This design comes from an exercise in tuning for small area and a short achievable clock period on the open sky130 flow, not from production work.
In this exercise RTL edits were held to simulation tests only and were not proved equivalent to the original.
No run shown here takes its clock network from TritonCTS; it comes from the design's own scripts or RTL.
The clock input has no modelled driver; a real chip could not lean on it and would need a root buffer or a full tree.

==> flow/design.v <==
`default_nettype none
module markFold(input logic [31:0] x, output logic [7:0] y);
	logic a_1;
	logic a_2;
	logic a_3;
	logic a_4;
	logic a_5;
	logic a_6;
	logic a_7;
	logic a_8;
	logic a_9;
	logic a_10;
	logic a_11;
	logic a_12;
	logic a_13;
	logic a_14;
	logic a_15;
	logic a_16;
	logic a_17;
	logic a_18;
	logic a_19;
	logic a_20;
	logic a_21;
	logic a_22;
	logic a_23;
	logic a_24;
	logic a_25;
	logic a_26;
	logic a_27;
	logic a_28;
	logic a_29;
	logic a_30;
	logic a_31;
	logic a_32;
	logic a_33;
	logic a_34;
	logic a_35;
	logic a_36;
	logic a_37;
	logic a_38;
	logic a_39;
	logic a_40;
	logic a_41;
	logic a_42;
	logic a_43;
	logic a_44;
	logic a_45;
	logic a_46;
	logic a_47;
	logic a_48;
	logic a_49;
	logic a_50;
	logic a_51;
	logic a_52;
	logic a_53;
	logic a_54;
	logic a_55;
	logic a_56;
	logic a_57;
	logic a_58;
	logic a_59;
	logic a_60;
	logic a_61;
	logic a_62;
	logic a_63;
	logic a_64;
	logic a_65;
	logic a_66;
	logic a_67;
	logic a_68;
	logic a_69;
	logic a_70;
	logic a_71;
	logic a_72;
	logic a_73;
	logic a_74;
	logic a_75;
	logic a_76;
	logic a_77;
	logic a_78;
	logic a_79;
	logic a_80;
	logic a_81;
	logic a_82;
	logic a_83;
	logic a_84;
	logic a_85;
	logic a_86;
	logic a_87;
	assign a_1 = x[26] ^ x[18] ^ x[16];
	assign a_2 = (x[26] & x[18]) | (x[26] & x[16]) | (x[18] & x[16]);
	assign a_3 = x[15] ^ x[8] ^ x[0];
	assign a_4 = (x[15] & x[8]) | (x[15] & x[0]) | (x[8] & x[0]);
	assign a_5 = x[27] ^ x[25] ^ x[24];
	assign a_6 = (x[27] & x[25]) | (x[27] & x[24]) | (x[25] & x[24]);
	assign a_7 = x[17] ^ x[9] ^ x[7];
	assign a_8 = (x[17] & x[9]) | (x[17] & x[7]) | (x[9] & x[7]);
	assign a_9 = x[23] ^ x[19] ^ x[5];
	assign a_10 = (x[23] & x[19]) | (x[23] & x[5]) | (x[19] & x[5]);
	assign a_11 = x[28] ^ x[14] ^ x[10];
	assign a_12 = (x[28] & x[14]) | (x[28] & x[10]) | (x[14] & x[10]);
	assign a_13 = x[20] ^ x[16] ^ x[2];
	assign a_14 = (x[20] & x[16]) | (x[20] & x[2]) | (x[16] & x[2]);
	assign a_15 = x[29] ^ x[25] ^ x[11];
	assign a_16 = (x[29] & x[25]) | (x[29] & x[11]) | (x[25] & x[11]);
	assign a_17 = x[26] ^ x[24] ^ x[21];
	assign a_18 = (x[26] & x[24]) | (x[26] & x[21]) | (x[24] & x[21]);
	assign a_19 = x[14] ^ x[8] ^ x[6];
	assign a_20 = (x[14] & x[8]) | (x[14] & x[6]) | (x[8] & x[6]);
	assign a_21 = x[30] ^ x[23] ^ x[17];
	assign a_22 = (x[30] & x[23]) | (x[30] & x[17]) | (x[23] & x[17]);
	assign a_23 = x[15] ^ x[12] ^ x[5];
	assign a_24 = (x[15] & x[12]) | (x[15] & x[5]) | (x[12] & x[5]);
	assign a_25 = ~x[22];
	assign a_26 = x[31] ^ x[13] ^ a_25;
	assign a_27 = (x[31] & x[13]) | (x[31] & a_25) | (x[13] & a_25);
	assign a_28 = x[6] ^ a_7 ^ a_5;
	assign a_29 = (x[6] & a_7) | (x[6] & a_5) | (a_7 & a_5);
	assign a_30 = x[1] ^ a_9 ^ a_4;
	assign a_31 = (x[1] & a_9) | (x[1] & a_4) | (a_9 & a_4);
	assign a_32 = a_11 ^ a_8 ^ a_6;
	assign a_33 = (a_11 & a_8) | (a_11 & a_6) | (a_8 & a_6);
	assign a_34 = x[7] ^ a_15 ^ a_12;
	assign a_35 = (x[7] & a_15) | (x[7] & a_12) | (a_15 & a_12);
	assign a_36 = x[3] ^ a_19 ^ a_17;
	assign a_37 = (x[3] & a_19) | (x[3] & a_17) | (a_19 & a_17);
	assign a_38 = a_23 ^ a_21 ^ a_16;
	assign a_39 = (a_23 & a_21) | (a_23 & a_16) | (a_21 & a_16);
	assign a_40 = x[4] ^ a_20 ^ a_18;
	assign a_41 = (x[4] & a_20) | (x[4] & a_18) | (a_20 & a_18);
	assign a_42 = a_26 ^ a_24 ^ a_22;
	assign a_43 = (a_26 & a_24) | (a_26 & a_22) | (a_24 & a_22);
	assign a_44 = ~a_28;
	assign a_45 = a_44 ^ a_3 ^ a_1;
	assign a_46 = (a_44 & a_3) | (a_44 & a_1) | (a_3 & a_1);
	assign a_47 = ~a_2;
	assign a_48 = a_32 ^ a_29 ^ a_47;
	assign a_49 = (a_32 & a_29) | (a_32 & a_47) | (a_29 & a_47);
	assign a_50 = a_13 ^ a_10 ^ a_31;
	assign a_51 = (a_13 & a_10) | (a_13 & a_31) | (a_10 & a_31);
	assign a_52 = ~a_14;
	assign a_53 = a_38 ^ a_35 ^ a_52;
	assign a_54 = (a_38 & a_35) | (a_38 & a_52) | (a_35 & a_52);
	assign a_55 = ~a_40;
	assign a_56 = a_42 ^ a_39 ^ a_55;
	assign a_57 = (a_42 & a_39) | (a_42 & a_55) | (a_39 & a_55);
	assign a_58 = ~a_41;
	assign a_59 = a_27 ^ a_43 ^ a_58;
	assign a_60 = (a_27 & a_43) | (a_27 & a_58) | (a_43 & a_58);
	assign a_61 = ~a_48;
	assign a_62 = a_61 ^ a_30 ^ a_46;
	assign a_63 = (a_61 & a_30) | (a_61 & a_46) | (a_30 & a_46);
	assign a_64 = a_34 ^ a_33 ^ a_49;
	assign a_65 = (a_34 & a_33) | (a_34 & a_49) | (a_33 & a_49);
	assign a_66 = ~a_53;
	assign a_67 = a_66 ^ a_36 ^ a_51;
	assign a_68 = (a_66 & a_36) | (a_66 & a_51) | (a_36 & a_51);
	assign a_69 = ~a_37;
	assign a_70 = a_56 ^ a_54 ^ a_69;
	assign a_71 = (a_56 & a_54) | (a_56 & a_69) | (a_54 & a_69);
	assign a_72 = ~a_64;
	assign a_73 = a_72 ^ a_50 ^ a_63;
	assign a_74 = (a_72 & a_50) | (a_72 & a_63) | (a_50 & a_63);
	assign a_75 = a_59 ^ a_57 ^ a_71;
	assign a_76 = (a_59 & a_57) | (a_59 & a_71) | (a_57 & a_71);
	assign a_77 = ~a_65;
	assign a_78 = a_77 ^ a_67 ^ a_74;
	assign a_79 = (a_77 & a_67) | (a_77 & a_74) | (a_67 & a_74);
	assign a_80 = ~a_70;
	assign a_81 = a_80 ^ a_68 ^ a_79;
	assign a_82 = (a_80 & a_68) | (a_80 & a_79) | (a_68 & a_79);
	assign a_83 = a_82 ^ a_75;
	assign a_84 = a_82 & ~a_75;
	assign a_85 = ~a_84;
	assign a_86 = a_76 ^ a_60 ^ a_85;
	assign a_87 = (a_76 & a_60) | (a_76 & a_85) | (a_60 & a_85);
	assign y = {a_87, a_86, a_83, a_81, a_78, a_73, a_62, a_45};
endmodule
module markTable(input logic [7:0] y, output logic [4:0] r);
	logic b_1;
	logic b_2;
	logic b_3;
	logic b_4;
	logic b_5;
	logic b_6;
	logic b_7;
	logic b_8;
	logic b_9;
	logic b_10;
	logic b_11;
	logic b_12;
	logic b_13;
	logic b_14;
	assign b_1 = y[7] ^ y[6] ^ y[0];
	assign b_2 = (y[7] & y[6]) | (y[7] & y[0]) | (y[6] & y[0]);
	assign b_3 = ~y[6];
	assign b_4 = b_3 ^ y[5] ^ y[3];
	assign b_5 = (b_3 & y[5]) | (b_3 & y[3]) | (y[5] & y[3]);
	assign b_6 = ~y[5];
	assign b_7 = b_6 ^ y[1] ^ b_2;
	assign b_8 = (b_6 & y[1]) | (b_6 & b_2) | (y[1] & b_2);
	assign b_9 = y[7] ^ y[2] ^ b_8;
	assign b_10 = (y[7] & y[2]) | (y[7] & b_8) | (y[2] & b_8);
	assign b_11 = b_10 ^ b_4;
	assign b_12 = b_10 & b_4;
	assign b_13 = b_5 ^ y[4] ^ b_12;
	assign b_14 = (b_5 & y[4]) | (b_5 & b_12) | (y[4] & b_12);
	logic [5:0] b_v;
	assign b_v = {b_14, b_13, b_11, b_9, b_7, b_1};
	always_comb begin
		case (b_v)
			6'd0: r = 5'd10;
			6'd1: r = 5'd11;
			6'd2: r = 5'd12;
			6'd3: r = 5'd13;
			6'd4: r = 5'd14;
			6'd5: r = 5'd15;
			6'd6: r = 5'd16;
			6'd7: r = 5'd17;
			6'd8: r = 5'd18;
			6'd9: r = 5'd0;
			6'd10: r = 5'd1;
			6'd11: r = 5'd2;
			6'd12: r = 5'd3;
			6'd13: r = 5'd4;
			6'd14: r = 5'd5;
			6'd15: r = 5'd6;
			6'd16: r = 5'd7;
			6'd17: r = 5'd8;
			6'd18: r = 5'd9;
			6'd19: r = 5'd10;
			6'd20: r = 5'd11;
			6'd21: r = 5'd12;
			6'd22: r = 5'd13;
			6'd23: r = 5'd14;
			6'd24: r = 5'd15;
			6'd25: r = 5'd16;
			6'd26: r = 5'd17;
			6'd27: r = 5'd18;
			6'd28: r = 5'd0;
			6'd29: r = 5'd1;
			6'd30: r = 5'd2;
			6'd31: r = 5'd3;
			6'd32: r = 5'd4;
			6'd33: r = 5'd5;
			6'd34: r = 5'd6;
			6'd35: r = 5'd7;
			6'd36: r = 5'd8;
			6'd37: r = 5'd9;
			6'd38: r = 5'd10;
			6'd39: r = 5'd11;
			6'd40: r = 5'd12;
			6'd41: r = 5'd13;
			6'd42: r = 5'd14;
			6'd43: r = 5'd15;
			6'd44: r = 5'd16;
			6'd45: r = 5'd17;
			6'd46: r = 5'd18;
			6'd47: r = 5'd0;
			6'd48: r = 5'd1;
			6'd49: r = 5'd2;
			6'd50: r = 5'd3;
			6'd51: r = 5'd4;
			6'd52: r = 5'd5;
			6'd53: r = 5'd6;
			6'd54: r = 5'd7;
			6'd55: r = 5'd8;
			6'd56: r = 5'd9;
			6'd57: r = 5'd10;
			6'd58: r = 5'd11;
			6'd59: r = 5'd12;
			6'd60: r = 5'd13;
			6'd61: r = 5'd14;
			6'd62: r = 5'd15;
			6'd63: r = 5'd16;
			default: r = 5'd0;
		endcase
	end
endmodule
`default_nettype wire
`timescale 1ns/1ps
`default_nettype none
module candidateEval (
	input wire logic [4:0] res,
	input wire logic [19:1] nat,
	input wire logic [19:1] cum,
	output logic [19:1] dists,    
	output logic [19:1] markBit,  
	output logic fits
);
	logic [19:0] natFull;
	logic [37:0] spread;
	logic [19:0] below, above;
	assign natFull = {nat, 1'b1};
	always_comb begin
		spread = res[4] ? ({natFull, 18'd0} >> (5'd16 + 5'(res[1:0]))) : ({natFull, 18'd0} >> res[3:0]);
		for (int d = 0; d < 20; d++) begin
			below[d] = spread[19 - d];  
			above[d] = (d < 19) ? spread[19 + d] : 1'b0;  
		end
		dists = below[19:1] | above[19:1];
		fits = !(|(below[9:0] & above[9:0])) && !(|(dists & cum));
		markBit = 19'(1) << res;
	end
endmodule
`default_nettype wire
`timescale 1ns/1ps
`default_nettype none
module dtsState (
	input wire logic clk,
	input wire logic clearSet,    
	input wire logic clearBlock,  
	input wire logic accept,      
	input wire logic keepBlock,   
	input wire logic store,       
	input wire logic [19:1] dists,
	input wire logic [19:1] markBit,
	output logic [19:1] nat,
	output logic [19:1] cum,
	output logic [19:1] store0
);
	logic [19:1] spec;  
	logic [19:1] bsc;   
	always_ff @(posedge clk) begin
		nat <= (clearSet || clearBlock) ? '0 : (nat | (accept ? markBit : '0));
		spec <= (clearSet || clearBlock) ? '0 : (spec | (accept ? dists : '0));
		bsc <= clearSet ? '0 : (bsc | (keepBlock ? spec : '0));
		if (store) store0 <= nat;
	end
	assign cum = spec | bsc;
endmodule
`default_nettype wire
`timescale 1ns/1ps
`default_nettype none
module searchCtrl (
	input wire logic clk,
	input wire logic reset,
	input wire logic anotherOne,
	input wire logic fits,
	output logic resetQ,      
	output logic newSet,      
	output logic clearBlock,  
	output logic keepBlock,   
	output logic accept,      
	output logic store,       
	output logic done
);
	localparam logic [2:0] S_RESET = 3'd0;
	localparam logic [2:0] S_WAIT1 = 3'd1;
	localparam logic [2:0] S_WAIT2 = 3'd2;
	localparam logic [2:0] S_WAIT3 = 3'd3;
	localparam logic [2:0] S_BUILD = 3'd4;
	localparam logic [2:0] S_INSERT = 3'd5;
	localparam logic [2:0] S_FINISH = 3'd6;
	localparam logic [2:0] S_HOLD = 3'd7;
	localparam logic [6:0] BLOCK_LAST = 7'b1110001;
	localparam logic [8:0] SET_LAST = 9'b011001111;
	logic [2:0] state;
	logic flush, secondBlock;
	logic [1:0] j;
	logic [6:0] blockIters;
	logic [8:0] setIters;
	logic [2:0] quiet;  
	logic startBlock, blockOut, setOut, lastMark, build;
	assign newSet = resetQ || (state == S_RESET);
	assign build = !resetQ && (state == S_BUILD);
	assign startBlock = !resetQ && (state == S_WAIT3);
	assign blockOut = build && (blockIters == BLOCK_LAST);
	assign setOut = blockOut && (setIters == SET_LAST);
	assign accept = build && !blockOut && (quiet == 3'd7) && fits && !flush;
	assign lastMark = (j == 2'd2);
	assign clearBlock = startBlock || blockOut;
	assign keepBlock = startBlock;
	assign store = (state == S_INSERT);
	always_ff @(posedge clk) begin
		resetQ <= reset;
	end
	always_ff @(posedge clk) begin
		if (flush) quiet <= 3'd0;
		else if (quiet != 3'd7) quiet <= quiet + 3'd1;
	end
	always_ff @(posedge clk) begin
		flush <= newSet || startBlock || (blockOut && !setOut) || accept;
		if (newSet) begin
			state <= S_WAIT1;
		end else begin
			case (state)
				S_WAIT1: state <= S_WAIT2;
				S_WAIT2: state <= S_WAIT3;
				S_WAIT3: state <= S_BUILD;
				S_BUILD: begin
					if (setOut) state <= S_RESET;
					else if (accept && lastMark) state <= secondBlock ? S_FINISH : S_INSERT;
				end
				S_INSERT: state <= S_WAIT2;
				S_FINISH: state <= S_HOLD;
				S_HOLD: if (anotherOne) state <= S_RESET;
				default: state <= S_RESET;
			endcase
		end
	end
	always_ff @(posedge clk) begin
		if (reset) done <= 1'b0;
		else if (!newSet && state == S_FINISH) done <= 1'b1;
		else if (!newSet && state == S_HOLD && anotherOne) done <= 1'b0;
	end
	always_ff @(posedge clk) begin
		if (newSet) secondBlock <= 1'b0;
		else if (state == S_INSERT) secondBlock <= 1'b1;
	end
	always_ff @(posedge clk) begin
		if (newSet || clearBlock) blockIters <= '0;
		else blockIters <= {blockIters[5:0], !(blockIters[6] ^ blockIters[5])};
	end
	always_ff @(posedge clk) begin
		if (newSet) setIters <= '0;
		else if (blockOut) setIters <= {setIters[7:0], !(setIters[8] ^ setIters[4])};
	end
	always_ff @(posedge clk) begin
		if (newSet || clearBlock) j <= '0;
		else if (accept) j <= j + 2'd1;
	end
endmodule
`default_nettype wire
`timescale 1ns/1ps
`default_nettype none
module dtsWorker (
	input wire logic clk,
	input wire logic reset,
	input wire logic anotherOne,
	output logic [39:0] natRuler,
	output logic done
);
	localparam logic [31:0] SEED_NEXT = 32'h7bd03ff6;
	logic resetQ, newSet, clearBlock, keepBlock, accept, store, fits;
	logic [31:0] xs;
	logic [31:0] xsNext;
	logic [7:0] fold, foldQ;
	logic [4:0] res, resQ;  
	logic [19:1] nat, cum, store0, dists, markBit;
	always_comb begin
		xsNext = xs ^ (xs << 13);
		xsNext = xsNext ^ (xsNext >> 17);
		xsNext = xsNext ^ (xsNext << 5);
	end
	always_ff @(posedge clk) begin
		xs <= resetQ ? SEED_NEXT : xsNext;
		foldQ <= fold;
		resQ <= res;
	end
	markFold markFold_i (.x(xs), .y(fold));
	markTable markTable_i (.y(foldQ), .r(res));
	candidateEval candidateEval_i (
		.res(resQ), .nat(nat), .cum(cum), .dists(dists), .markBit(markBit), .fits(fits)
	);
	searchCtrl searchCtrl_i (
		.clk(clk), .reset(reset), .anotherOne(anotherOne), .fits(fits),
		.resetQ(resetQ), .newSet(newSet), .clearBlock(clearBlock), .keepBlock(keepBlock),
		.accept(accept), .store(store), .done(done)
	);
	dtsState dtsState_i (
		.clk(clk), .clearSet(newSet), .clearBlock(clearBlock), .accept(accept),
		.keepBlock(keepBlock), .store(store), .dists(dists), .markBit(markBit),
		.nat(nat), .cum(cum), .store0(store0)
	);
	assign natRuler = {nat, 1'b1, store0, 1'b1};
endmodule
`default_nettype wire
==> flow/flow/run.sh <==
#!/bin/bash
# The standard layout with these changes:
# - the port buffers are buf_2 instead of the flow's default pick (a slow
#   delay buffer); every port still gets a buffer;
# - the clock tree is built by hand in two short levels: the clock port feeds
#   four clkbuf_16, which feed twelve clkbuf_8, each at the centre of the
#   flip-flops it drives (manual_cts.tcl, sourced before the CTS step, which
#   then skips TritonCTS);
# - timing repair keeps a setup margin so that it also works on the few paths
#   that set the achieved period.
# The constraints and the clock period are the standard flow's.
set -euo pipefail
export BUFFER_PORTS_ARGS="-buffer_cell sky130_fd_sc_hd__buf_2"
export PRE_CTS_TCL="$(pwd)/flow/manual_cts.tcl"
export SETUP_SLACK_MARGIN=18.25
bash standard.sh > standard_flow.log 2>&1
==> flow/flow/manual_cts.tcl <==
# Clock distribution in two short levels, built by hand before the CTS step.
# The flip-flops are split by position into NLEAF balanced groups; each group
# gets a leaf clkbuf_8 at its centre. The leaves are split into NTOP balanced
# groups; each gets a clkbuf_16 at its centre, fed straight from the clock
# port (which so drives NTOP cell pins). TritonCTS is then not run for this
# design: clock_tree_synthesis becomes a no-op, and the rest of the CTS step
# (legalisation, timing repair) runs as usual.

set nleaf 12
set ntop 4

# balanced k-means: pts is a list of {x y}; returns {assignment centres}
proc balanced_kmeans {pts k} {
  set n [llength $pts]
  set order [lsort -integer -indices [lmap p $pts {expr {[lindex $p 0] + [lindex $p 1]}}]]
  set cent {}
  for {set i 0} {$i < $k} {incr i} {
    lappend cent [lindex $pts [lindex $order [expr {int(($i + 0.5) * $n / $k)}]]]
  }
  set cap [expr {($n + $k - 1) / $k}]
  for {set iter 0} {$iter < 30} {incr iter} {
    # nearest centre first, at most cap points per centre
    set pairs {}
    set i 0
    foreach p $pts {
      for {set c 0} {$c < $k} {incr c} {
        set q [lindex $cent $c]
        lappend pairs [list [expr {abs([lindex $p 0] - [lindex $q 0]) + abs([lindex $p 1] - [lindex $q 1])}] $i $c]
      }
      incr i
    }
    set asg [lrepeat $n -1]
    set fill [lrepeat $k 0]
    foreach pr [lsort -real -index 0 $pairs] {
      lassign $pr d i c
      if {[lindex $asg $i] < 0 && [lindex $fill $c] < $cap} {
        lset asg $i $c
        lset fill $c [expr {[lindex $fill $c] + 1}]
      }
    }
    set cent {}
    for {set c 0} {$c < $k} {incr c} {
      set sx 0; set sy 0; set cnt 0
      foreach p $pts a $asg {
        if {$a == $c} { set sx [expr {$sx + [lindex $p 0]}]; set sy [expr {$sy + [lindex $p 1]}]; incr cnt }
      }
      lappend cent [list [expr {$sx / max($cnt, 1)}] [expr {$sy / max($cnt, 1)}]]
    }
  }
  return [list $asg $cent]
}

proc place_clock_buffer {block master name x y inNet} {
  set inst [odb::dbInst_create $block $master $name]
  set net [odb::dbNet_create $block "${name}_net"]
  $net setSigType CLOCK
  [$inst findITerm A] connect $inNet
  [$inst findITerm X] connect $net
  $inst setLocation [expr {int($x)}] [expr {int($y)}]
  $inst setPlacementStatus PLACED
  return $net
}

set block [ord::get_db_block]
set db [ord::get_db]
set clkNet [$block findNet clk]
set leafMaster [$db findMaster sky130_fd_sc_hd__clkbuf_8]
set topMaster [$db findMaster sky130_fd_sc_hd__clkbuf_16]

set sinks [$clkNet getITerms]
set pts {}
foreach it $sinks {
  set b [[$it getInst] getBBox]
  lappend pts [list [expr {([$b xMin] + [$b xMax]) / 2}] [expr {([$b yMin] + [$b yMax]) / 2}]]
}
lassign [balanced_kmeans $pts $nleaf] leafAsg leafCent
lassign [balanced_kmeans $leafCent $ntop] topAsg topCent

foreach it $sinks { $it disconnect }
for {set t 0} {$t < $ntop} {incr t} {
  set c [lindex $topCent $t]
  set topNet [place_clock_buffer $block $topMaster "clkbuf_top_$t" [lindex $c 0] [lindex $c 1] $clkNet]
  for {set l 0} {$l < $nleaf} {incr l} {
    if {[lindex $topAsg $l] != $t} continue
    set c [lindex $leafCent $l]
    set leafNet [place_clock_buffer $block $leafMaster "clkbuf_leaf_$l" [lindex $c 0] [lindex $c 1] $topNet]
    set cnt 0
    foreach it $sinks a $leafAsg {
      if {$a == $l} { $it connect $leafNet; incr cnt }
    }
    puts "clock leaf $l under top $t drives $cnt flip-flops"
  }
}

proc clock_tree_synthesis {args} {
  puts "clock_tree_synthesis skipped: the clock buffers were placed by manual_cts.tcl"
}
==> flow/standard.sh <==
#!/bin/bash
# synth_recipe.tcl (not shown) runs the flow's synth.tcl, then flattens the netlist and writes it again
# the make line also repeats each setting of config.mk as NAME=value (left out here)
make -C /OpenROAD-flow-scripts/flow DESIGN_CONFIG=/design/flow/config.mk WORK_HOME=/design/flow/orfs CLKGATE_MAP_FILE= SYNTH_SCRIPT=/design/flow/synth_recipe.tcl "${@:-finish}"
==> flow/config.mk <==
export PLATFORM = sky130hd
export DESIGN_NAME = dtsWorker
export DESIGN_NICKNAME = dtsWorker
export VERILOG_FILES = /design/flow/design.v
export SDC_FILE = /design/flow/constraint.sdc
export NUM_CORES = 4
export LEC_CHECK = 0
export ABC_AREA = 1
export CAP_MARGIN = 20
export CORE_MARGIN = 2
export CORE_UTILIZATION = 40
export PLACE_DENSITY = 0.6
export SLEW_MARGIN = 20
==> flow/constraint.sdc <==
create_clock -name core_clock -period 24.0 [get_ports {clk}]
set_input_delay 4.8000 -clock core_clock [delete_from_list [all_inputs] [get_ports {clk}]]
set_output_delay 4.8000 -clock core_clock [all_outputs]
set_load 0.01 [all_outputs]
==> summary.md, run 1 <==
| Metric | Value |
|---|---|
| Crit-path max cell delay | 0.41 ns |
| Final cycle utilization of the critical path | between 20% and 30% |
| Crit path buffers/inverters | 1 |
| Fin nets | 1220 |
| Via-to-Cell Ratio | 4.96 |
| Clock latency on the worst-skew pair | 0.31 ns |
| Worst R2R Path Depth | 15 |
| Dominant synthesized flop cell | dfxtp_1 |
| Post-DP HPWL | 15400 um |
| Post-synthesis async set-or-reset flop share | 0% |
| Port bufs | a little over 40 |
| GRT Util Overall | between 10% and 20% |
| Cts repair resizes | 0 |
| Io pins | 44 |
| Max Cap Violations | 0 |
| Worst setup endpoint | natRuler[30] |
| DP Area | 8860 um^2 |
| Synth Area per Inst | ~7.5 um^2 |
| Top-count cell post-synth | nand2_1 |
| Share of the synthesized area in the top cell type | a little under a third |
| Grt total ovfl | 0 |
| Initial antenna violation count | 0 |
| Clk pin slew, worst setup/hold paths | 0.09 ns |
| First-pass GRT wire length | around 34000 um |
| Die Span Y | roughly 150 um |
| Hold WC Path Type | flip-flop to flip-flop |
| F_max | 176 MHz |
| Final Max Tran Viols | 0 |
| Pin count of the biggest net entering global routing | 48 |
| CP Max Fanout | 5 |
| Slowest-stage cell, CP | dfxtp_1 |
| Fin cells | 1437 |
| CTS Hold Bufs | 0 |
| Commonest cells in the netlist | 256 x nand2_1, 174 x inv_1, 130 x dfxtp_1 |
| FF-to-FF End | foldQ[6] |
| Worst R2R Setup Slack | just under 20 ns |
| Synth area leader | dfxtp_1 |
| Clock skew | ~0.037 ns |
| Initial Util | around two fifths |
| Final TNS setup | 0 ns |
| Yosys cell types | 44 |
| Critical path depth | 1 |
| Placer Congestion | 0.945 |
| CP endpoint kind | output pin |
| Max-slew headroom | 46.7% |
| Register area share after synthesis | roughly 37% |
| Delay-heaviest family, CP | flip-flops |
| Crit path time final | between 5 and 6 ns |
| Number of global-route vias before repair | ~6600 |
| # setup viols final | 0 |
| Warnings, synthesis | 5 |
| WS Path Type | flip-flop to output pin |
| Routed WL | 20900 um |
| Final Hold Viols | 0 |
| WL per Instance | 14.5 um |
| Cells after Synth | 1143 |
| Top post-synthesis cells by area | dfxtp_1 30%, nand2_1 11%, fa_1 9.6% |
| Yosys reg bits | roughly 150 |
| Layout area overhead | 6.91% |
| DRT antenna net count | 0 |
| Rows | 53 |
| Startpoint class of the critical path | flip-flop |
| Status | no timing/DRC/antenna violations |
| Core Area | 21000 um^2 |
| Data arrival, critical path | roughly 0.89 ns |
| Share of layout cells above drive strength 1 | about 8% |
| Worst EP required | around 19 ns |
| Setup repair after global routing missed its margin | no |
| Cell Area, Synth | ~8500 um^2 |
| Worst Tran Pin Value | ~0.8 ns |
| Postcts setup bufs | 0 |
| DRT Pass-1 Iters | 5 |
| Placed cells | roughly 1400 |
| Critical Path, Cell by Cell | buf_2 |
| Setup crit start | dtsState_i.nat[10] |
| Vias | a little over 7000 |
| EDFF count, synth | 19 |
| Die X | 150 um |
| Die area | between 20000 and 25000 um^2 |
| DR DRC count | 0 |
| R2r startpoint | xs[14] |
| Post-route cell area | slightly above 9000 um^2 |
| DR iter-0 viols | around 400 |
| N_diodes | 0 |
## worst min-delay path by stage
| stage | startpoint | to | slack [ns] | cells after the start |
|---|---|---|---|---|
| after floorplan | searchCtrl_i.blockIters[1] | searchCtrl_i.blockIters[2] | 0.41 | 2 |
| after global placement | searchCtrl_i.blockIters[3] | searchCtrl_i.blockIters[4] | 0.41 | 2 |
| after detailed placement | searchCtrl_i.blockIters[1] | searchCtrl_i.blockIters[2] | 0.42 | 2 |
| after CTS | searchCtrl_i.blockIters[1] | searchCtrl_i.blockIters[2] | 0.42 | 2 |
| after global routing | searchCtrl_i.blockIters[2] | searchCtrl_i.blockIters[3] | 0.44 | 2 |
| final | searchCtrl_i.blockIters[1] | searchCtrl_i.blockIters[2] | 0.43 | 2 |
## layer usage
metal | wire (um) | vias up | part of all wire (%) | global-route usage, %
met1 | 9750 | 3250 | 47 | 25.8
met2 | 9210 | 201 | 44 | 29.8
met4 | 811 | 0 | 3.9 | 6.42
li1 | - | 3626 | - | -
met3 | 1100 | 52 | 5.3 | 1.91
met5 | 0 | - | 0 | 0
## cell usage in the layout, fill, tap and decap left out, drive strengths merged, types with 2 or more instances in the layout
master  count
a32o        2
or2         5
a21oi      89
nor2      101
conb        2
o21ai      56
xor2       16
nand4       7
o22ai       2
dfxtp     130
a31oi       2
a211oi      2
o21a        6
buf        47
xnor2      26
ha         12
nand3     127
o211ai      3
clkbuf     16
fa         41
nand2     260
edfxtp     19
nor3        6
inv       178
## sequential cells by signal (all words and copies together) (netlist names), 2 cells and up
| signal | count |
|---|---|
| dtsState_i.store0 | 19 |
| dtsState_i.spec | 19 |
| resQ | 5 |
| foldQ | 8 |
| searchCtrl_i.quiet | 3 |
| searchCtrl_i.j | 2 |
| xs | 32 |
| dtsState_i.bsc | 19 |
| searchCtrl_i.setIters | 9 |
| searchCtrl_i.state | 3 |
| dtsState_i.nat | 19 |
| searchCtrl_i.blockIters | 7 |
## through the flow
step	utilization [%]	worst slack, ns	hold slack (ns)
after floorplan	-	18.78	0.408
after detailed placement	42.2	18.45	0.418
final	43.5	18.31	0.428
after global placement	42.2	18.45	0.414
after CTS	43.4	18.43	0.419
after global routing	43.5	18.26	0.442
## cell families after synthesis
group,share of synthesized area (%)
AOI/OAI and AO/OA,10.2
xor gates and xnor gates,4.31
adders and majority gates,11.4
buffers and inverters,11.2
DFF,37.1
other,0.0439
and+or+nand+nor,25.7
## layout make-up
type | count | area, um^2
inverters | 179 | 676
fillers | 2155 | 11900
multi-input cells | 771 | 4420
repair buffers | 47 | 250
well taps | 275 | 344
flip-flops and latches | 149 | 3180
plain buffers | 16 | 265
==> inputs of run 2 (changes only) <==
--- a/flow/design.v
+++ b/flow/design.v
@@ -334,3 +334,6 @@
 `default_nettype none
-module searchCtrl (
+module searchCtrl #(
+	parameter int BLOCK_THRESH = 64,   
+	parameter int SET_THRESH = 256     
+) (
 	input wire logic clk,
@@ -355,4 +358,16 @@
 	localparam logic [2:0] S_HOLD = 3'd7;
-	localparam logic [6:0] BLOCK_LAST = 7'b1110001;
-	localparam logic [8:0] SET_LAST = 9'b011001111;
+	function automatic logic [6:0] blockAfter(input int n);
+		logic [6:0] q;
+		q = '0;
+		for (int i = 0; i < n; i++) q = {q[5:0], !(q[6] ^ q[5])};
+		blockAfter = q;
+	endfunction
+	function automatic logic [8:0] setAfter(input int n);
+		logic [8:0] q;
+		q = '0;
+		for (int i = 0; i < n; i++) q = {q[7:0], !(q[8] ^ q[4])};
+		setAfter = q;
+	endfunction
+	localparam logic [6:0] BLOCK_LAST = blockAfter(BLOCK_THRESH);
+	localparam logic [8:0] SET_LAST = setAfter(SET_THRESH - 1);
 	logic [2:0] state;
@@ -426,3 +441,7 @@
 `default_nettype none
-module dtsWorker (
+module dtsWorker #(
+	parameter logic [31:0] SEED = 32'h2545f491,  
+	parameter int BLOCK_THRESH = 64,   
+	parameter int SET_THRESH = 256     
+) (
 	input wire logic clk,
@@ -433,3 +452,13 @@
 );
-	localparam logic [31:0] SEED_NEXT = 32'h7bd03ff6;
+	function automatic logic [31:0] xsBack(input logic [31:0] y);
+		logic [31:0] x;
+		x = y;
+		for (int i = 0; i < 7; i++) x = y ^ (x << 5);
+		y = x;
+		for (int i = 0; i < 2; i++) x = y ^ (x >> 17);
+		y = x;
+		for (int i = 0; i < 3; i++) x = y ^ (x << 13);
+		xsBack = x;
+	endfunction
+	localparam logic [31:0] SEED_NEXT = xsBack(xsBack(xsBack(xsBack(xsBack(SEED)))));
 	logic resetQ, newSet, clearBlock, keepBlock, accept, store, fits;
@@ -455,3 +484,3 @@
 	);
-	searchCtrl searchCtrl_i (
+	searchCtrl #(.BLOCK_THRESH(BLOCK_THRESH), .SET_THRESH(SET_THRESH)) searchCtrl_i (
 		.clk(clk), .reset(reset), .anotherOne(anotherOne), .fits(fits),
--- a/flow/flow/run.sh
+++ b/flow/flow/run.sh
@@ -14,3 +14,3 @@
 export PRE_CTS_TCL="$(pwd)/flow/manual_cts.tcl"
-export SETUP_SLACK_MARGIN=18.25
+export SETUP_SLACK_MARGIN=18.35
 bash standard.sh > standard_flow.log 2>&1
--- a/flow/config.mk
+++ b/flow/config.mk
@@ -11,2 +11,3 @@
 export CORE_UTILIZATION = 40
+export GPL_TIMING_DRIVEN = 1
 export PLACE_DENSITY = 0.6
==> run 2 against run 1 <==
Net effect: wire length shrank 0.17%; flip-flop and latch count stayed put; worst hold slack is the same; synthesized cell count is the same; largest cell class unchanged; cell count is the same; maximum frequency increased by 0.16%; synthesized area did not move; global-route usage stayed put.
==> summary.md, run 2 <==
| Metric | Value |
|---|---|
| Clock latency on the worst-skew pair | 0.30 ns (about the same) |
| Routed WL | 20800 um (-0.17%) |
| First-pass GRT wire length | 33500 um (unchanged) |
| Number of global-route vias before repair | 6638 (unchanged) |
| DR iter-0 viols | 413 (+3.5%) |
| Pin count of the biggest net entering global routing | 48 (unchanged) |
| EDFF count, synth | 19 (unchanged) |
| Top post-synthesis cells by area | dfxtp_1 30%, nand2_1 11%, fa_1 9.6% |
| Placer Congestion | 0.945 (unchanged) |
| Share of layout cells above drive strength 1 | 9.21% (+1.1 points) |
| Layout area overhead | 7.22% |
| CP Max Fanout | 5 (unchanged) |
| Top-count cell post-synth | nand2_1 |
| Fill cells | 2148 (-0.32%) |
| Clock skew | 0.0372 ns (+0.000125 ns) |
| Max reg flops | 32 (unchanged) |
| Max Cap Violations | 0 (unchanged) |
| Critical Path, Cell by Cell | buf_2 |
| Initial antenna violation count | 0 (unchanged) |
| DR DRC count | 0 (unchanged) |
| Startpoint class of the critical path | flip-flop |
| Hold WC Path Type | flip-flop to flip-flop |
| Delay-heaviest family, CP | flip-flops |
| Final Max Tran Viols | 0 (unchanged) |
| Die Span Y | 150 um (unchanged) |
| Placed cells | 1421 (unchanged) |
| Crit-path max cell delay | 0.42 ns (about the same) |
| Most flop-heavy register | xs |
| Via-to-Cell Ratio | 4.96 (unchanged) |
| Share of the synthesized area in the top cell type | 30.5% (unchanged) |
| Io pins | 44 (unchanged) |
| DRT Pass-1 Iters | 5 (unchanged) |
| Synth Area per Inst | 7.48 um^2 (unchanged) |
| Data arrival, critical path | 0.88 ns (about the same) |
| Worst EP required | 19.20 ns (about the same) |
| Vias | 7129 (unchanged) |
| N_diodes | 0 (unchanged) |
| Commonest non-fill, non-tap cells in the layout | 256 x nand2_1, 174 x inv_1, 123 x nand3_1, 114 x dfxtp_1, 95 x nor2_1 |
| Commonest cells in the netlist | 256 x nand2_1, 174 x inv_1, 130 x dfxtp_1 |
| GRT Util Overall | 18.4% (unchanged) |
| Status | no timing/DRC/antenna violations |
| Rows | 53 (unchanged) |
| CP endpoint kind | output pin |
| Initial Util | 40.6% (unchanged) |
| Fin cells | 1437 (unchanged) |
| Crit path time final | 5.68 ns (-0.00930 ns) |
| Post-synthesis async set-or-reset flop share | 0% (unchanged) |
| Crit path buffers/inverters | 1 (unchanged) |
| WS Path Type | flip-flop to output pin |
| Worst R2R Setup Slack | 19.70 ns (about the same) |
| Core Area | 21000 um^2 (unchanged) |
| Dominant synthesized flop cell | dfxtp_1 |
| F_max | 176 MHz (+0.16%) |
| Max-slew headroom | 47.5% (+0.85 points) |
| Synth area leader | dfxtp_1 |
| Final cycle utilization of the critical path | 23.7% (-0.039 points) |
| Cells after Synth | 1143 (unchanged) |
| Final Hold Viols | 0 (unchanged) |
| Cell Area, Synth | 8540 um^2 (unchanged) |
| Grt total ovfl | 0 (unchanged) |
| # setup viols final | 0 (unchanged) |
| Fin nets | 1220 (unchanged) |
| Clk pin slew, worst setup/hold paths | 0.08 ns (about the same) |
| Slowest-stage cell, CP | dfxtp_4 |
| Worst Tran Pin Value | 0.787 ns (-0.0127 ns) |
| WL per Instance | 14.5 um (-0.17%) |
| Warnings, synthesis | 5 (unchanged) |
| DRT antenna net count | 0 (unchanged) |
| Register area share after synthesis | 37.1% (unchanged) |
| Die X | 150 um (unchanged) |
| Most common cell after layout, fill and taps aside | nand2_1 |
| Yosys reg bits | 149 (unchanged) |
| Port bufs | 41 (unchanged) |
| Post-DP HPWL | 15400 um (unchanged) |
| Die area | 22500 um^2 (unchanged) |
| Yosys cell types | 44 (unchanged) |
| Final TNS setup | 0 ns (unchanged) |
| Setup repair after global routing missed its margin | yes |
[run 2: cell count changes in the layout (fill, tap and decap cells not counted)]
cell	delta
dfxtp_1	-13
dfxtp_2	+9
dfxtp_4	+4
[run 2: worst paths after layout]
path                                                 start                          to  cells after the start
worst max register to register                      xs[14]                    foldQ[6]                     15
worst min-delay path            searchCtrl_i.blockIters[1]  searchCtrl_i.blockIters[2]                      2
worst min register to register  searchCtrl_i.blockIters[1]  searchCtrl_i.blockIters[2]                      2
worst max-delay path                     dtsState_i.nat[4]                natRuler[24]                      1
[run 2: kinds of logic after synthesis]
kind of cell             after synthesis  synth area share, %
AND/OR/NAND/NOR                      510                 25.7
buffers and inverters                224                 11.2
AO/OA/AOI/OAI                        164                 10.2
flip-flops                           149                 37.1
adder cells (fa/ha/maj)               53                 11.4
XOR/XNOR                              42                 4.31
other                                  1               0.0439
[run 2: cell type report]
cell class              instances  area (um^2)  area share [%]
plain buffers                  16          265            2.90
inverters                     179          676            7.38
multi-input cells             771         4420            48.3
flip-flops and latches        149         3210            35.0
well taps                     275          344            3.76
repair buffers                 47          250            2.73
[run 2: per-layer routing]
layer / track usage [%] / up-vias / part of all wire [%]
li1: - / 3625 / -
met1: 25.8 / 3252 / 47
met2: 29.8 / 198 / 44
met3: 1.91 / 54 / 5.5
met4: 6.42 / 0 / 3.9
met5: 0 / - / 0
[run 2: timing repair]
action                                  4_1_cts  5_1_grt
buffers inserted                              0        0
endpoints found under the setup margin        0       19
hold buffers                                  0        0
gates resized for setup                       0       21
[run 2: per-stage QoR]
step / setup slack, ns / cell area, um^2 / utilization, % / hold slack (ns)
2_1_floorplan: 18.78 / 8550 / - / 0.408
4_1_cts: 18.43 / 9130 / 43.4 / 0.419
6_report: 18.32 / 9160 / 43.6 / 0.428
3_3_place_gp: 18.45 / 8860 / 42.2 / 0.414
5_1_grt: 18.28 / 9160 / 43.6 / 0.442
3_5_place_dp: 18.45 / 8860 / 42.2 / 0.418
==> inputs of run 3 (changes only) <==
--- a/flow/config.mk
+++ b/flow/config.mk
@@ -11,3 +11,2 @@
 export CORE_UTILIZATION = 40
-export GPL_TIMING_DRIVEN = 1
 export PLACE_DENSITY = 0.6
==> run 3 against run 2 <==
Net effect: maximum frequency unchanged; global-route usage unchanged; cell count stayed put; core utilization is the same; highest routed layer unchanged; register-to-register slack about the same; synthesized cell count is the same; worst hold slack unchanged; largest cell class unchanged; design area stayed put; sequential share of layout area stayed put; wire length did not move; critical path type unchanged.
==> summary.md, run 3 <==
| Metric | Value |
|---|---|
| Crit path time final | 5.68 ns (unchanged) |
| Synth Area per Inst | 7.48 um^2 (unchanged) |
| Grt total ovfl | 0 (unchanged) |
| Rows | 53 (unchanged) |
| Data arrival, critical path | 0.88 ns (about the same) |
| Setup repair after global routing missed its margin | yes |
| Share of the synthesized area in the top cell type | 30.5% (unchanged) |
| Routed WL | 20800 um (unchanged) |
| Number of global-route vias before repair | 6638 (unchanged) |
| Critical path depth | 1 (unchanged) |
| Utilization after layout | 43.6% (unchanged) |
| Yosys cell types | 44 (unchanged) |
| Cells after Synth | 1143 (unchanged) |
| Hold WC Path Type | flip-flop to flip-flop |
| Worst setup endpoint | natRuler[24] |
| Postcts setup bufs | 0 (unchanged) |
| Clk pin slew, worst setup/hold paths | 0.08 ns (about the same) |
| Worst R2R Path Depth | 15 (unchanged) |
| Final Hold Viols | 0 (unchanged) |
| Setup crit start | dtsState_i.nat[4] |
| Status | no timing/DRC/antenna violations |
| Dominant synthesized flop cell | dfxtp_1 |
| Yosys reg bits | 149 (unchanged) |
| Final TNS setup | 0 ns (unchanged) |
| Fill cells | 2148 (unchanged) |
| Die X | 150 um (unchanged) |
| Final hold slack | 0.428 ns (unchanged) |
| Commonest non-fill, non-tap cells in the layout | 256 x nand2_1, 174 x inv_1, 123 x nand3_1, 114 x dfxtp_1, 95 x nor2_1 |
| Warnings, synthesis | 5 (unchanged) |
| Register area share after synthesis | 37.1% (unchanged) |
| DRT Pass-1 Iters | 5 (unchanged) |
| Cell Area, Synth | 8540 um^2 (unchanged) |
| Top-count cell post-synth | nand2_1 |
| Initial antenna violation count | 0 (unchanged) |
| CP Max Fanout | 5 (unchanged) |
| DRT antenna net count | 0 (unchanged) |
| Synth area leader | dfxtp_1 |
| Max Cap Violations | 0 (unchanged) |
| Vias | 7129 (unchanged) |
| Max reg flops | 32 (unchanged) |
| Fin nets | 1220 (unchanged) |
| Worst R2R Setup Slack | 19.70 ns (about the same) |
| Placer Congestion | 0.945 (unchanged) |
| Io pins | 44 (unchanged) |
| Worst EP required | 19.20 ns (about the same) |
| Slowest-stage cell, CP | dfxtp_4 |
| WS Path Type | flip-flop to output pin |
| EDFF count, synth | 19 (unchanged) |
| Post-synthesis async set-or-reset flop share | 0% (unchanged) |
| Most flop-heavy register | xs |
| Layout area overhead | 7.22% (unchanged) |
| Initial Util | 40.6% (unchanged) |
| N_diodes | 0 (unchanged) |
| Clock skew | 0.0372 ns (unchanged) |
| Core Area | 21000 um^2 (unchanged) |
| DR iter-0 viols | 413 (unchanged) |
| Most common cell after layout, fill and taps aside | nand2_1 |
| First-pass GRT wire length | 33500 um (unchanged) |
| Top post-synthesis cells by area | dfxtp_1 30%, nand2_1 11%, fa_1 9.6% |
| Port bufs | 41 (unchanged) |
| Crit-path max cell delay | 0.42 ns (about the same) |
| WL per Instance | 14.5 um (unchanged) |
| Worst Tran Pin Value | 0.787 ns (unchanged) |
| Hold Path Depth | 2 (unchanged) |
| F_max | 176 MHz (unchanged) |
| Commonest cells in the netlist | 256 x nand2_1, 174 x inv_1, 130 x dfxtp_1 |
| Max-slew headroom | 47.5% (unchanged) |
| Fin worst setup slack | 18.32 ns (unchanged) |
| Min-Delay Startpoint | searchCtrl_i.blockIters[1] |
| # setup viols final | 0 (unchanged) |
| Post-DP HPWL | 15400 um (unchanged) |
| Dpl ws | 18.45 ns (unchanged) |
| Via-to-Cell Ratio | 4.96 (unchanged) |
| Clock latency on the worst-skew pair | 0.30 ns (about the same) |
| Crit path buffers/inverters | 1 (unchanged) |
| Share of layout cells above drive strength 1 | 9.21% (unchanged) |
| Startpoint class of the critical path | flip-flop |
| Die Span Y | 150 um (unchanged) |
| Delay-heaviest family, CP | flip-flops |
| Pin count of the biggest net entering global routing | 48 (unchanged) |
| Final cycle utilization of the critical path | 23.7% (unchanged) |
| CP endpoint kind | output pin |
| DR DRC count | 0 (unchanged) |
| Critical Path, Cell by Cell | buf_2 |
| FF-to-FF End | foldQ[6] |
| Die area | 22500 um^2 (unchanged) |
| Final Max Tran Viols | 0 (unchanged) |
| R2r startpoint | xs[14] |
| GRT Util Overall | 18.4% (unchanged) |
[run 3: cells by family (layout without fill, tap and decap cells)]
group	after synthesis	after routing	synth area share [%]
xor gates and xnor gates	42	42	4.31
AOI/OAI and AO/OA	164	164	10.2
buffers and inverters	224	242	11.2
DFF	149	149	37.1
other	1	2	0.0439
adders and majority gates	53	53	11.4
and+or+nand+nor	510	510	25.7
[run 3: worst min-delay path by stage]
| stage | endpoint |
|---|---|
| after floorplan | searchCtrl_i.blockIters[2] |
| after global placement | searchCtrl_i.blockIters[4] |
| after detailed placement | searchCtrl_i.blockIters[2] |
| after CTS | searchCtrl_i.blockIters[2] |
| after global routing | searchCtrl_i.blockIters[3] |
| final | searchCtrl_i.blockIters[2] |
[run 3: tightest hold or removal path, stage by stage, from the launching register on]
cell,delay [ns]
dfxtp_1,0.31
inv_1,0.05
nor2_1,0.03
[run 3: what timing repair did]
action	in CTS	in global routing
resized for setup	0	21
endpoints found under the setup margin	0	19
endpoints found under the hold margin	0	0
hold buffers	0	0
[run 3: layout make-up]
cell class	count	area, um^2	area share [%]
Buffer	16	265	2.90
Tap cell	275	344	3.76
Timing Repair Buffer	47	250	2.73
Multi-Input combinational cell	771	4420	48.3
Sequential cell	149	3210	35.0
Inverter	179	676	7.38
[run 3: per-stage QoR]
stage               std cells  instance area [um^2]
finish                   1437                  9160
global route             1437                  9160
CTS                      1437                  9130
detailed placement       1421                  8860
global placement         1421                  8860
floorplan                1144                  8550
[run 3: layer usage]
| layer | vias to the layer above | track usage, % | wire, um |
|---|---|---|---|
| li1 | 3625 | - | - |
| met3 | 54 | 1.91 | 1140 |
| met4 | 0 | 6.42 | 816 |
| met2 | 198 | 29.8 | 9170 |
| met1 | 3252 | 25.8 | 9700 |
| met5 | - | 0 | 0 |
==> inputs of run 4 (changes only) <==
--- a/flow/flow/run.sh
+++ b/flow/flow/run.sh
@@ -5,3 +5,3 @@
 # - the clock tree is built by hand in two short levels: the clock port feeds
-#   four clkbuf_16, which feed twelve clkbuf_8, each at the centre of the
+#   four clkbuf_8, which feed twelve clkbuf_8, each at the centre of the
 #   flip-flops it drives (manual_cts.tcl, sourced before the CTS step, which
--- a/flow/flow/manual_cts.tcl
+++ b/flow/flow/manual_cts.tcl
@@ -3,3 +3,3 @@
 # gets a leaf clkbuf_8 at its centre. The leaves are split into NTOP balanced
-# groups; each gets a clkbuf_16 at its centre, fed straight from the clock
+# groups; each gets a clkbuf_8 at its centre, fed straight from the clock
 # port (which so drives NTOP cell pins). TritonCTS is then not run for this
@@ -67,3 +67,3 @@
 set leafMaster [$db findMaster sky130_fd_sc_hd__clkbuf_8]
-set topMaster [$db findMaster sky130_fd_sc_hd__clkbuf_16]
+set topMaster [$db findMaster sky130_fd_sc_hd__clkbuf_8]
 
==> run 4 against run 3 <==
Net effect: cell count is 0.56% higher; critical path depth did not move; worst hold slack hardly changed; wire length grew 0.47%; global-route usage hardly changed; die area unchanged; core utilization grew 0.27 points; worst setup slack better by 0.023 ns; critical endpoint is now natRuler[4]; largest cell class unchanged.
==> summary.md, run 4 <==
| Metric | Value |
|---|---|
| Critical Path, Cell by Cell | buf_2 |
| Yosys reg bits | 149 (unchanged) |
| Fin nets | 1228 (+0.66%) |
| Met1 WL | 9790 um (+0.94%) |
| Io pins | 44 (unchanged) |
| WL per Instance | 14.5 um (about the same) |
| Startpoint class of the critical path | flip-flop |
| Placed cells | 1421 (unchanged) |
| Top post-synthesis cells by area | dfxtp_1 30%, nand2_1 11%, fa_1 9.6% |
| GRT Util Overall | 18.4% (-0.026 points) |
| Crit path time final | 5.66 ns (-0.0228 ns) |
| Dpl ws | 18.45 ns (unchanged) |
| Setup repair after global routing missed its margin | yes |
| Dominant synthesized flop cell | dfxtp_1 |
| DRT antenna net count | 0 (unchanged) |
| Initial Util | 40.6% (unchanged) |
| Via-to-Cell Ratio | 4.93 (-0.61%) |
| Worst R2R Path Depth | 15 (unchanged) |
| Crit-path max cell delay | 0.38 ns (-0.04 ns) |
| Hold Path Depth | 2 (unchanged) |
| Warnings, synthesis | 5 (unchanged) |
| Register area share after synthesis | 37.1% (unchanged) |
| Synth area leader | dfxtp_1 |
| Vias | 7125 (-0.056%) |
| Synth Area per Inst | 7.48 um^2 (unchanged) |
| Port bufs | 41 (unchanged) |
| Largest family of logic cells by synthesized area | simple AND/OR/NAND/NOR gates |
| Delay-heaviest family, CP | flip-flops |
| Commonest cells in the netlist | 256 x nand2_1, 174 x inv_1, 130 x dfxtp_1 |
| # setup viols final | 0 (unchanged) |
| Initial antenna violation count | 0 (unchanged) |
| Die Span Y | 150 um (unchanged) |
| Post-DP HPWL | 15400 um (unchanged) |
| Core Area | 21000 um^2 (unchanged) |
| Number of global-route vias before repair | 6630 (-0.12%) |
| Die area | 22500 um^2 (unchanged) |
| Post-Synth Simple-Gate Area | 25.7% (unchanged) |
| Top-count cell post-synth | nand2_1 |
| Share of layout cells above drive strength 1 | 10.0% (+0.79 points) |
| FF-to-FF End | foldQ[6] |
| Max-slew headroom | 46.4% (-1.1 points) |
| Clock latency on the worst-skew pair | 0.33 ns (+0.03 ns) |
| Max reg flops | 32 (unchanged) |
| Status | no timing/DRC/antenna violations |
| Rows | 53 (unchanged) |
| Worst EP required | 19.20 ns (about the same) |
| Final cycle utilization of the critical path | 23.6% (-0.095 points) |
| Synth Area in Compound Gates | 10.2% (unchanged) |
| Die X | 150 um (unchanged) |
| Final hold slack | 0.428 ns (-0.000241 ns) |
| Clock skew | 0.0525 ns (+0.0153 ns) |
| DR iter-0 viols | 349 (-15%) |
| Most common cell after layout, fill and taps aside | nand2_1 |
| End of the worst hold path | searchCtrl_i.blockIters[2] |
| Cells after Synth | 1143 (unchanged) |
| Uppermost layer routed | met4 |
| Fin worst setup slack | 18.34 ns (+0.0228 ns) |
| Synth Area in Adders | 11.4% (unchanged) |
| N_diodes | 0 (unchanged) |
| Worst R2R Setup Slack | 19.69 ns (about the same) |
| Placer Congestion | 0.945 (unchanged) |
| Share of the synthesized area in the top cell type | 30.5% (unchanged) |
| Synth Area in XOR/XNOR | 4.31% (unchanged) |
| Min-Delay Startpoint | searchCtrl_i.blockIters[1] |
| Post-synthesis async set-or-reset flop share | 0% (unchanged) |
| DRT Pass-1 Iters | 5 (unchanged) |
| Layout area overhead | 7.88% |
| Post-synthesis mux area share | 0% (unchanged) |
| DR DRC count | 0 (unchanged) |
| Slowest-stage cell, CP | edfxtp_1 |
| Pin count of the biggest net entering global routing | 48 (unchanged) |
| Met2 routed WL | 9370 um (+2.2%) |
| EDFF count, synth | 19 (unchanged) |
| Commonest non-fill, non-tap cells in the layout | 256 x nand2_1, 174 x inv_1, 123 x nand3_1, 112 x dfxtp_1, 95 x nor2_1 |
| Final Max Tran Viols | 0 (unchanged) |
| R2r startpoint | xs[14] |
| First-pass GRT wire length | 33500 um (-0.16%) |
| Max Cap Violations | 0 (unchanged) |
| Most flop-heavy register | xs |
| CP endpoint kind | output pin |
| CP Max Fanout | 1 (-4) |
| Yosys cell types | 44 (unchanged) |
| Clk pin slew, worst setup/hold paths | 0.09 ns (about the same) |
| Data arrival, critical path | 0.86 ns (-0.02 ns) |
| Metal3 WL | 1030 um (-9.7%) |
| Final Hold Viols | 0 (unchanged) |
| WS Path Type | flip-flop to output pin |
| Hold WC Path Type | flip-flop to flip-flop |
| Critical path depth | 1 (unchanged) |
| F_max | 177 MHz (+0.40%) |
| Routed WL | 20900 um (+0.47%) |
| Final TNS setup | 0 ns (unchanged) |
| Cell Area, Synth | 8540 um^2 (unchanged) |
| Crit path buffers/inverters | 1 (unchanged) |
| Fin cells | 1445 (+0.56%) |
| Worst Tran Pin Value | 0.803 ns (+0.0163 ns) |
| Grt total ovfl | 0 (unchanged) |
[run 4: cell counts after synthesis]
No cell type changed its count.
[run 4: worst min-delay path, cell delays in order, from the launching register on]
cell and delay [ns]:
dfxtp_1 0.31, inv_1 0.05, nor2_1 0.03
[run 4: layer usage]
layer  vias to the layer above  track usage (%)
li1                       3641                -
met1                      3253             25.8
met2                       187             29.8
met3                        44             1.91
met4                         0             6.13
met5                         -                0
[run 4: per-stage QoR]
stage               utilization (%)  cell area (um^2)
global placement               42.2              8860
finish                         43.8              9220
detailed placement             42.2              8860
global route                   43.8              9220
CTS                            43.2              9080
floorplan                         -              8550
[run 4: logic make-up (layout without fill, tap and decap cells)]
logic type | Yosys count | after routing
compound gates | 164 | 164
xor+xnor | 42 | 42
fa+ha+maj | 53 | 53
buf+inv | 224 | 250
flops | 149 | 149
other cells | 1 | 2
simple gates | 510 | 510
[run 4: worst max-delay path by stage]
stage	slack [ns]	startpoint	end
2_1_floorplan	18.78	dtsState_i.nat[19]	natRuler[39]
3_3_place_gp	18.45	dtsState_i.nat[4]	natRuler[24]
3_5_place_dp	18.45	dtsState_i.nat[4]	natRuler[24]
4_1_cts	18.43	dtsState_i.nat[4]	natRuler[24]
5_1_grt	18.30	dtsState_i.store0[10]	natRuler[10]
6_report	18.34	dtsState_i.store0[4]	natRuler[4]
[run 4: layout make-up]
cell class,count,area [um^2]
sequential,149,3230
timing repair buffer,55,329
buffer,16,220
tap,275,344
multi-input combinational,771,4420
fill,2147,11800
inverter,179,676
[run 4: timing repair]
action | in CTS | in global routing
hold buffers | 0 | 0
setup endpoints to repair | 0 | 29
resized for setup | 0 | 35
setup buffers | 0 | 8

==> re-timing with driven ports <==
The results above use ideal ports. As a check the final layouts listed here were re-extracted and re-timed, cells and wires unchanged.
Step 1, drivers: a clkbuf_16 drives clk and a buf_2 each remaining input, both assumed.
Step 2 adds t to the input delays and takes it off the output delays; t is the mean of the earliest and latest rising clock arrival at the registers after step 1. Input paths then give back, and output paths get back, about the clock's delay inside the block.
Slacks: ideal / step 1 / step 2; pairs: ideal / step 1.
| run | shift t [ns] | setup WS [ns] | hold WS [ns] | pins driven straight from the clock port |
|---|---|---|---|---|
| run 1 | 0.381 | 18.311 / 18.217 / 18.598 | 0.428 / 0.428 / 0.428 | 4 |
| run 2 | 0.378 | 18.320 / 18.229 / 18.604 | 0.428 / 0.428 / 0.428 | 4 |
| run 3 | 0.378 | 18.320 / 18.229 / 18.604 | 0.428 / 0.428 / 0.428 | 4 |
| run 4 | 0.380 | 18.343 / 18.269 / 18.594 | 0.428 / 0.428 / 0.428 | 4 |
After both steps setup and hold are still met in every run listed.
